Context: an optimization exercise on an open-source flow, tuned for small area. The choices shown serve that exercise and are no tape-out recipe.
Function was not checked in any run shown here: the RTL went through the layout flow alone.
Power and IR drop assume default switching activity.

===== design/flow/config.mk =====
export PLATFORM = sky130hd
export DESIGN_NAME = ctrl_regs_top
export DESIGN_NICKNAME = ctrl_regs_top
export VERILOG_FILES = /design/flow/design.v
export SDC_FILE = /design/flow/constraint.sdc
export NUM_CORES = 4
export LEC_CHECK = 0
export ABC_AREA = 1
export CAP_MARGIN = 20
export CORE_MARGIN = 2
export CORE_UTILIZATION = 70
export CTS_BUF_LIST = sky130_fd_sc_hd__clkbuf_8
export CTS_CLUSTER_SIZE = 40
export SLEW_MARGIN = 20

===== design/flow/constraint.sdc =====
create_clock -name core_clock -period 10.0 [get_ports {clk}]
set_input_delay 2.0000 -clock core_clock [delete_from_list [all_inputs] [get_ports {clk}]]
set_output_delay 2.0000 -clock core_clock [all_outputs]
set_load 0.01 [all_outputs]

===== design/flow/design.v =====
`default_nettype none
package ctrl_pkg;
  typedef logic [8-1:0] addr_t;
  typedef logic [32-1:0] data_t;
  typedef logic [32/8-1:0] strb_t;
endpackage
`default_nettype wire
`default_nettype none
module ctrl_regs_top (
  input  wire                                             clk,
  input  wire                                             rst_n,
  input  wire ctrl_pkg::addr_t                            awaddr_i,
  input  wire                                             awvalid_i,
  output wire                                             awready_o,
  input  wire ctrl_pkg::data_t                            wdata_i,
  input  wire ctrl_pkg::strb_t                            wstrb_i,
  input  wire                                             wvalid_i,
  output wire                                             wready_o,
  output wire                                             bvalid_o,
  input  wire                                             bready_i,
  input  wire ctrl_pkg::addr_t                            araddr_i,
  input  wire                                             arvalid_i,
  output wire                                             arready_o,
  output wire ctrl_pkg::data_t                            rdata_o,
  output wire                                             rvalid_o,
  input  wire                                             rready_i,
  output wire                                             ap_start_o,
  input  wire                                             ap_done_i,
  input  wire                                             ap_ready_i,
  input  wire                                             ap_idle_i,
  output wire                                             irq_o,
  output wire [2*6*32-1:0]          port_regs_o
);
  logic [1:0] wst_q;
  logic [3:0] widx_q;
  logic       aw_hit;
  logic       w_hs;
  assign awready_o = ~wst_q[1] & ~wst_q[0];
  assign wready_o  = wst_q[0];
  assign bvalid_o  = wst_q[1] & ~wst_q[0];
  assign aw_hit = (awaddr_i[7:6] == 2'b00) && (awaddr_i[1:0] == 2'b00);
  assign w_hs   = wvalid_i & wst_q[0] & ~wst_q[1];
  always_ff @(posedge clk) begin
    if (!rst_n) begin
      wst_q <= 2'b00;
    end else begin
      case (wst_q)
        2'b00:   if (awvalid_i) wst_q <= {~aw_hit, 1'b1};
        2'b10:   if (bready_i)  wst_q <= 2'b00;
        default: if (wvalid_i)  wst_q <= 2'b10;
      endcase
    end
  end
  always_ff @(posedge clk) begin
    if (awready_o) begin
      widx_q <= awaddr_i[5:2];
    end
  end
  logic [15:0] wsel;
  logic [31:0] wd;
  logic [3:0]  lane;
  always_comb begin
    wsel = '0;
    wsel[widx_q] = w_hs;
  end
  assign lane = wstrb_i;
  assign wd   = wdata_i & {32{rst_n}};
  logic [31:0] preg_q [12];
  for (genvar k = 0; k < 12; k++) begin : g_word
    for (genvar b = 0; b < 4; b++) begin : g_lane
      logic en;
      assign en = (wsel[k+4] & lane[b]) | ~rst_n;
      always_ff @(posedge clk) begin
        if (en) begin
          preg_q[k][8*b +: 8] <= wd[8*b +: 8];
        end
      end
    end
  end
  for (genvar p = 0; p < 2; p++) begin : g_port
    assign port_regs_o[192*p +: 192] = {preg_q[6*p+1], preg_q[6*p+0],
                                        preg_q[6*p+3], preg_q[6*p+2],
                                        preg_q[6*p+4], preg_q[6*p+5]};
  end
  logic       start_q;
  logic       done_q;
  logic       auto_restart_q;
  logic       gie_q;
  logic [1:0] ier_q;
  logic [1:0] isr_q;
  logic       wr_ctrl;
  logic       wr_gie;
  logic       wr_ier;
  logic       wr_isr;
  logic       rd_ctrl;
  assign wr_ctrl = wsel[0] & lane[0];
  assign wr_gie  = wsel[1] & lane[0];
  assign wr_ier  = wsel[2] & lane[0];
  assign wr_isr  = wsel[3] & lane[0];
  assign rd_ctrl = arvalid_i & arready_o & (araddr_i == 8'h00);
  assign ap_start_o = start_q;
  assign irq_o      = gie_q & (isr_q[0] | isr_q[1]);
  always_ff @(posedge clk) begin
    if (wr_ctrl | ~rst_n) auto_restart_q <= wd[7];
    if (wr_gie  | ~rst_n) gie_q          <= wd[0];
    if (wr_ier  | ~rst_n) ier_q          <= wd[1:0];
  end
  always_ff @(posedge clk) begin
    if (!rst_n) begin
      start_q <= 1'b0;
      done_q  <= 1'b0;
      isr_q   <= 2'b00;
    end else begin
      if (wr_ctrl && wdata_i[0]) begin
        start_q <= 1'b1;
      end else if (ap_ready_i) begin
        start_q <= auto_restart_q;
      end
      if (ap_done_i) begin
        done_q <= 1'b1;
      end else if (rd_ctrl) begin
        done_q <= 1'b0;
      end
      isr_q <= {ier_q[1] & ap_ready_i, ier_q[0] & ap_done_i} |
               (isr_q ^ (wdata_i[1:0] & {2{wr_isr}}));
    end
  end
  logic        rd_q;
  logic [31:0] rword;
  logic [31:0] rdata_q;
  logic        ar_hit;
  assign arready_o = ~rd_q;
  assign rvalid_o  = rd_q;
  assign rdata_o   = rdata_q;
  always_ff @(posedge clk) begin
    if (!rst_n) begin
      rd_q <= 1'b0;
    end else if (rd_q) begin
      rd_q <= ~rready_i;
    end else begin
      rd_q <= arvalid_i;
    end
  end
  assign ar_hit = (araddr_i[7:6] == 2'b00) && (araddr_i[1:0] == 2'b00);
  always_comb begin
    rword = '0;
    case (araddr_i[5:2])
      4'd0:    rword = {24'b0, auto_restart_q, 3'b000, ap_ready_i, ap_idle_i, done_q, start_q};
      4'd1:    rword = {31'b0, gie_q};
      4'd2:    rword = {30'b0, ier_q};
      4'd3:    rword = {30'b0, isr_q};
      4'd4:    rword = preg_q[0];
      4'd5:    rword = preg_q[1];
      4'd6:    rword = preg_q[2];
      4'd7:    rword = preg_q[3];
      4'd8:    rword = preg_q[4];
      4'd9:    rword = preg_q[5];
      4'd10:   rword = preg_q[6];
      4'd11:   rword = preg_q[7];
      4'd12:   rword = preg_q[8];
      4'd13:   rword = preg_q[9];
      4'd14:   rword = preg_q[10];
      default: rword = preg_q[11];
    endcase
    if (!ar_hit) rword = '0;
  end
  always_ff @(posedge clk) begin
    if (arvalid_i & arready_o) begin
      rdata_q <= rword;
    end
  end
endmodule
`default_nettype wire

===== design/flow/run.sh =====
#!/bin/bash
# synth_recipe.tcl (not shown) runs the flow's synth.tcl, then flattens the netlist and writes it again
# the make line also repeats each setting of config.mk as NAME=value (left out here)
make -C /OpenROAD-flow-scripts/flow DESIGN_CONFIG=/design/flow/config.mk WORK_HOME=/design/flow/orfs CLKGATE_MAP_FILE= SYNTH_SCRIPT=/design/flow/synth_recipe.tcl finish

==> impl_metrics.json, run 1 <==
{
  "status": "did not finish",
  "synthTopCellsByCount": "424 x edfxtp_1, 385 x nand2_1, 137 x nor2_1",
  "cts_hold_buf": 0,
  "synth_xor_area_frac": 0.0005115,
  "post_dp_cell_area_um2": 22540,
  "synth_mux_area_frac": 0,
  "syn_area_um2": 17120,
  "synthCells": 1397,
  "synth_ff_type": "edfxtp_1",
  "row_count": 57,
  "synth_most_common_cell": "edfxtp_1",
  "place.gp.congestion": 0.9365,
  "die_w_um": 160.4,
  "cts_made_buffers": 66,
  "yosys-top-cells-area": "edfxtp_1 74%, nand2_1 8.4%, nor2_1 3.0%",
  "lastStage": "clock tree synthesis",
  "syn-num-nets": 1460,
  "cts_sinks": 431,
  "yosysSeqAreaShare": 0.7518,
  "synthArstFlopShare": 0,
  "dp_hpwl_um": 44720,
  "synth-seq-cells": 431,
  "syn_area_per_cell_um2": 12.26,
  "io_pins": 485,
  "synth_top_family_by_area": "simple AND/OR/NAND/NOR gates",
  "synthSimpleGateAreaFrac": 0.1498,
  "synth_compound_area_frac": 0.05342,
  "tool.error": "[ERROR DPL-0033] detailed placement checks failed during check placement.",
  "post_cts_buffers": 0,
  "synth_edf_count": 424,
  "yosys_warnings": 2,
  "clock-root-buffer": "clkbuf_8",
  "cts_resized": 0,
  "synth.distinct_cells": 34,
  "yosysTopAreaCellShare": 0.7436,
  "htree_levels": 3,
  "port_buffers": 484,
  "start_util": 0.7082,
  "chipHeight_um": 160.4,
  "synth_area_leader_cell": "edfxtp_1",
  "synth_fa_ha_area_frac": 0.0007307,
  "clk_path_buf_depth": 3
}
==> cell families after synthesis <==
kind of cell / Yosys count
AO/OA/AOI/OAI: 142
adder cells (fa/ha/maj): 1
XOR/XNOR: 1
buffers and inverters: 190
flip-flops: 431
AND/OR/NAND/NOR: 632
==> how the worst max path moves through the flow <==
stage | depth (start not counted) | slack (ns) | end | from
after floorplan | 6 | 6.28 | preg_q[5][0] | wvalid_i
after global placement | 8 | 5.11 | rdata_q[10] | araddr_i[4]
after detailed placement | 8 | 4.92 | rdata_q[4] | araddr_i[4]
==> stage by stage <==
stage	hold WS, ns	setup slack (ns)	std cells
2_1_floorplan	0.4440	6.276	1397
3_5_place_dp	0.5077	4.923	2190
3_3_place_gp	0.4588	5.112	2188
==> power groups by stage <==
stage               logic, mW  registers (mW)  clock network [mW]
detailed placement      0.547            2.24                   0
floorplan               0.152            2.26                   0
global placement        0.520            2.23                   0
==> run 2, diff against run 1 <==
==> design/flow/flow/run.sh (new file) <==
#!/bin/bash
set -euo pipefail
export BUFFER_PORTS_ARGS="-buffer_cell sky130_fd_sc_hd__buf_1"
bash standard.sh > standard_make.log 2>&1
==> design/flow/standard.sh (new file) <==
#!/bin/bash
# synth_recipe.tcl (not shown) runs the flow's synth.tcl, then flattens the netlist and writes it again
# the make line also repeats each setting of config.mk as NAME=value (left out here)
make -C /OpenROAD-flow-scripts/flow DESIGN_CONFIG=/design/flow/config.mk WORK_HOME=/design/flow/orfs CLKGATE_MAP_FILE= SYNTH_SCRIPT=/design/flow/synth_recipe.tcl "${@:-finish}"
removed: design/flow/run.sh
==> impl_metrics.json, run 2 <==
{
  "status": "finished clean",
  "nFillCells": 1300,
  "maxCapViolations": 0,
  "stdcell_area_um2": 20620,
  "synthArstFlopShare": 0,
  "tightest_slew_ns": 1.230,
  "grt_max_degree": 88,
  "chipHeight_um": 160.4,
  "cts_made_buffers": 61,
  "max_freq_mhz": 236.0,
  "io_pins": 485,
  "path_delay_family": "simple AND/OR/NAND/NOR gates",
  "syn-num-nets": 1460,
  "drive_gt1_frac": 0.06956,
  "grt_setup_unrepaired": "no",
  "place_inst": 2194,
  "synth_ff_type": "edfxtp_1",
  "post_cts_buffers": 0,
  "wl_per_cell_um": 25.43,
  "fin_crit_sh": 0.4238,
  "cpMaxStageDelayCell": "nor2_4",
  "synth_edf_count": 424,
  "required_ns": 10.37,
  "peakVddDrop_v": 0.0001621,
  "synth_area_leader_cell": "edfxtp_1",
  "clkLatencyLatePin_ns": 0.62,
  "cts_resized": 0,
  "port_buffers": 484,
  "r2r_setup_slack_ns": 6.94,
  "cp-end-kind": "flip-flop",
  "synthTopCellsByCount": "424 x edfxtp_1, 385 x nand2_1, 137 x nor2_1",
  "place.gp.congestion": 0.9811,
  "p_per_area_nw_per_um2": 186.0,
  "syn2layout_area_growth_pct": 20.43,
  "cts_sinks": 431,
  "setup_violations": 0,
  "coreArea_um2": 24180,
  "slew_headroom": 0.1778,
  "synth-seq-cells": 431,
  "yosysSeqAreaShare": 0.7518,
  "drt_iter0_drc": 2335,
  "vias": 14249,
  "cts_hold_buf": 0,
  "worstPathMaxFanout": 34,
  "layout_min_cycle_time_ns": 4.238,
  "synth.distinct_cells": 34,
  "top_register": "preg_q",
  "start_util": 0.7082,
  "syn_area_um2": 17120,
  "yosys_warnings": 2,
  "fin_skew_ns": 0.03366,
  "grt_usage": 0.4458,
  "die-area_um2": 25730,
  "layout.cells.non_filler": 2311,
  "largest_reg_flops": 384,
  "finalHoldViolations": 0,
  "final_cell_mix": "483 x buf_1, 424 x edfxtp_1, 384 x nand2_1",
  "power_mw": 3.836,
  "drc_errors": 0,
  "grt_antenna_before_repair": 2,
  "detailedRoute.firstPassIterationCount": 7,
  "arrival_ns": 4.61,
  "gr-total-overflow": 0,
  "htree_levels": 2,
  "clkTransAtPathRegs_ns": 0.06,
  "synthCells": 1397,
  "synth_most_common_cell": "edfxtp_1",
  "clk_path_buf_depth": 3,
  "reg_top3": "preg_q: 384 flops, rdata_q: 32 flops, widx_q: 4 flops",
  "cts_tree": "built",
  "nNetsFinal": 1997,
  "hp-class": "reg -> reg",
  "p_leak_nw": 8.253,
  "worst-path-buf-inv": 3,
  "final_common_cell": "buf_1",
  "ant_nets": 0,
  "grt_pass1_wl_um": 82100,
  "row_count": 57,
  "yosys-top-cells-area": "edfxtp_1 74%, nand2_1 8.4%, nor2_1 3.0%",
  "finalSetupTns_ns": 0,
  "cpPeakStageDelay_ns": 0.90,
  "critPathLaunchType": "input pin",
  "vias_per_cell": 6.166,
  "yosysTopAreaCellShare": 0.7436,
  "routed_wl_um": 58770,
  "post_dp_cell_area_um2": 19530,
  "die_w_um": 160.4,
  "report.final.slew_viol_count": 0,
  "clock-root-buffer": "clkbuf_8",
  "dp_hpwl_um": 38560,
  "syn_area_per_cell_um2": 12.26,
  "grt_pass1_vias": 13459,
  "crit_chain": "buf_1 -> nand2_1 -> nor2_4 -> inv_2 -> nor2_1 -> nor2_1 -> nand2_1 -> inv_1",
  "critical_path_class": "in -> reg"
}
[run 2: cell counts after synthesis]
Identical to the previous run, type by type.
[run 2: area by class of cell]
type / instances / area [um^2] / area share
Timing Repair Buffer: 530 / 2183 / 0.1059
Sequential cell: 431 / 12870 / 0.6242
Clock inverter: 52 / 234.0 / 0.01135
Inverter: 134 / 503.0 / 0.02439
Clock buffer: 61 / 839.6 / 0.04071
Multi-Input combinational cell: 776 / 3576 / 0.1734
Antenna cell: 3 / 7.507 / 0.0003641
Tap cell: 324 / 405.4 / 0.01966
[run 2: metrics by stage]
stage | hold WS [ns] | worst slack [ns] | util
floorplan | 0.4440 | 6.276 | -
global placement | 0.4594 | 5.416 | 0.8064
detailed placement | 0.4709 | 5.271 | 0.8076
CTS | 0.4797 | 5.874 | 0.8520
global route | 0.5221 | 5.703 | 0.8528
finish | 0.4849 | 5.762 | 0.8529
[run 2: cells by family (layout without fill, tap and decap cells)]
kind of cell,after synthesis,after routing,synth area share
AO/OA/AOI/OAI,142,142,0.05342
XOR/XNOR,1,1,0.0005116
adder cells (fa/ha/maj),1,1,0.0007306
buffers and inverters,190,777,0.04377
flip-flops,431,431,0.7518
other,0,3,0
AND/OR/NAND/NOR,632,632,0.1498
[run 2: path summary, 6_finish.rpt]
| kind | start | end | cells after the start |
|---|---|---|---|
| max | araddr_i[4] | rdata_q[29] | 8 |
| min | done_q | done_q | 2 |
| min reg2reg | done_q | done_q | 2 |
| max reg2reg | widx_q[0] | preg_q[2][29] | 7 |
[run 2: worst min-delay path, delay by kind of cell, from the launching register on]
| family | cells | cell delay, ns |
|---|---|---|
| AO/OA/AOI/OAI | 2 | 0.13 |
| flip-flops | 1 | 0.31 |
[run 2: power by group]
part	leakage (nW)	internal (mW)	switching, mW
combinational	3.26	0.100	0.301
clock	0.614	0.592	0.641
sequential	4.38	2.12	0.0804
[run 2: layer usage]
metal  share of wire  GRT usage  wire [um]
met4           0.063     0.2473       3679
met1            0.31     0.5663      18350
met3            0.16     0.1335       9126
met5               0          0          0
met2            0.47     0.6991      27610

[separate check: timing with driven ports]
How much do the figures lean on ideal ports? The routed layout below was timed once more, with nothing changed but the port constraints. Step 1, drivers: a clkbuf_16 drives clk and a buf_2 each remaining input, both assumed. Step 2 moves the port delays by t, midway between the first and last clock arrival at a register: inputs arrive t later, outputs are due t later. That takes back most of the time a late clock gives input paths. Three values: no drivers, after step 1, after step 2; two values: the first two.
run: run 2
shift t [ns]: 0.653
slack for setup (ns): 5.762 / 5.753 / 5.100
worst setup path after step 2: input to register
pins driven straight from the clock port: 1
After both steps setup and hold are still met in run 2. The setup slack of run 2 moves by -0.009 ns with the drivers and by -0.662 ns with both steps.
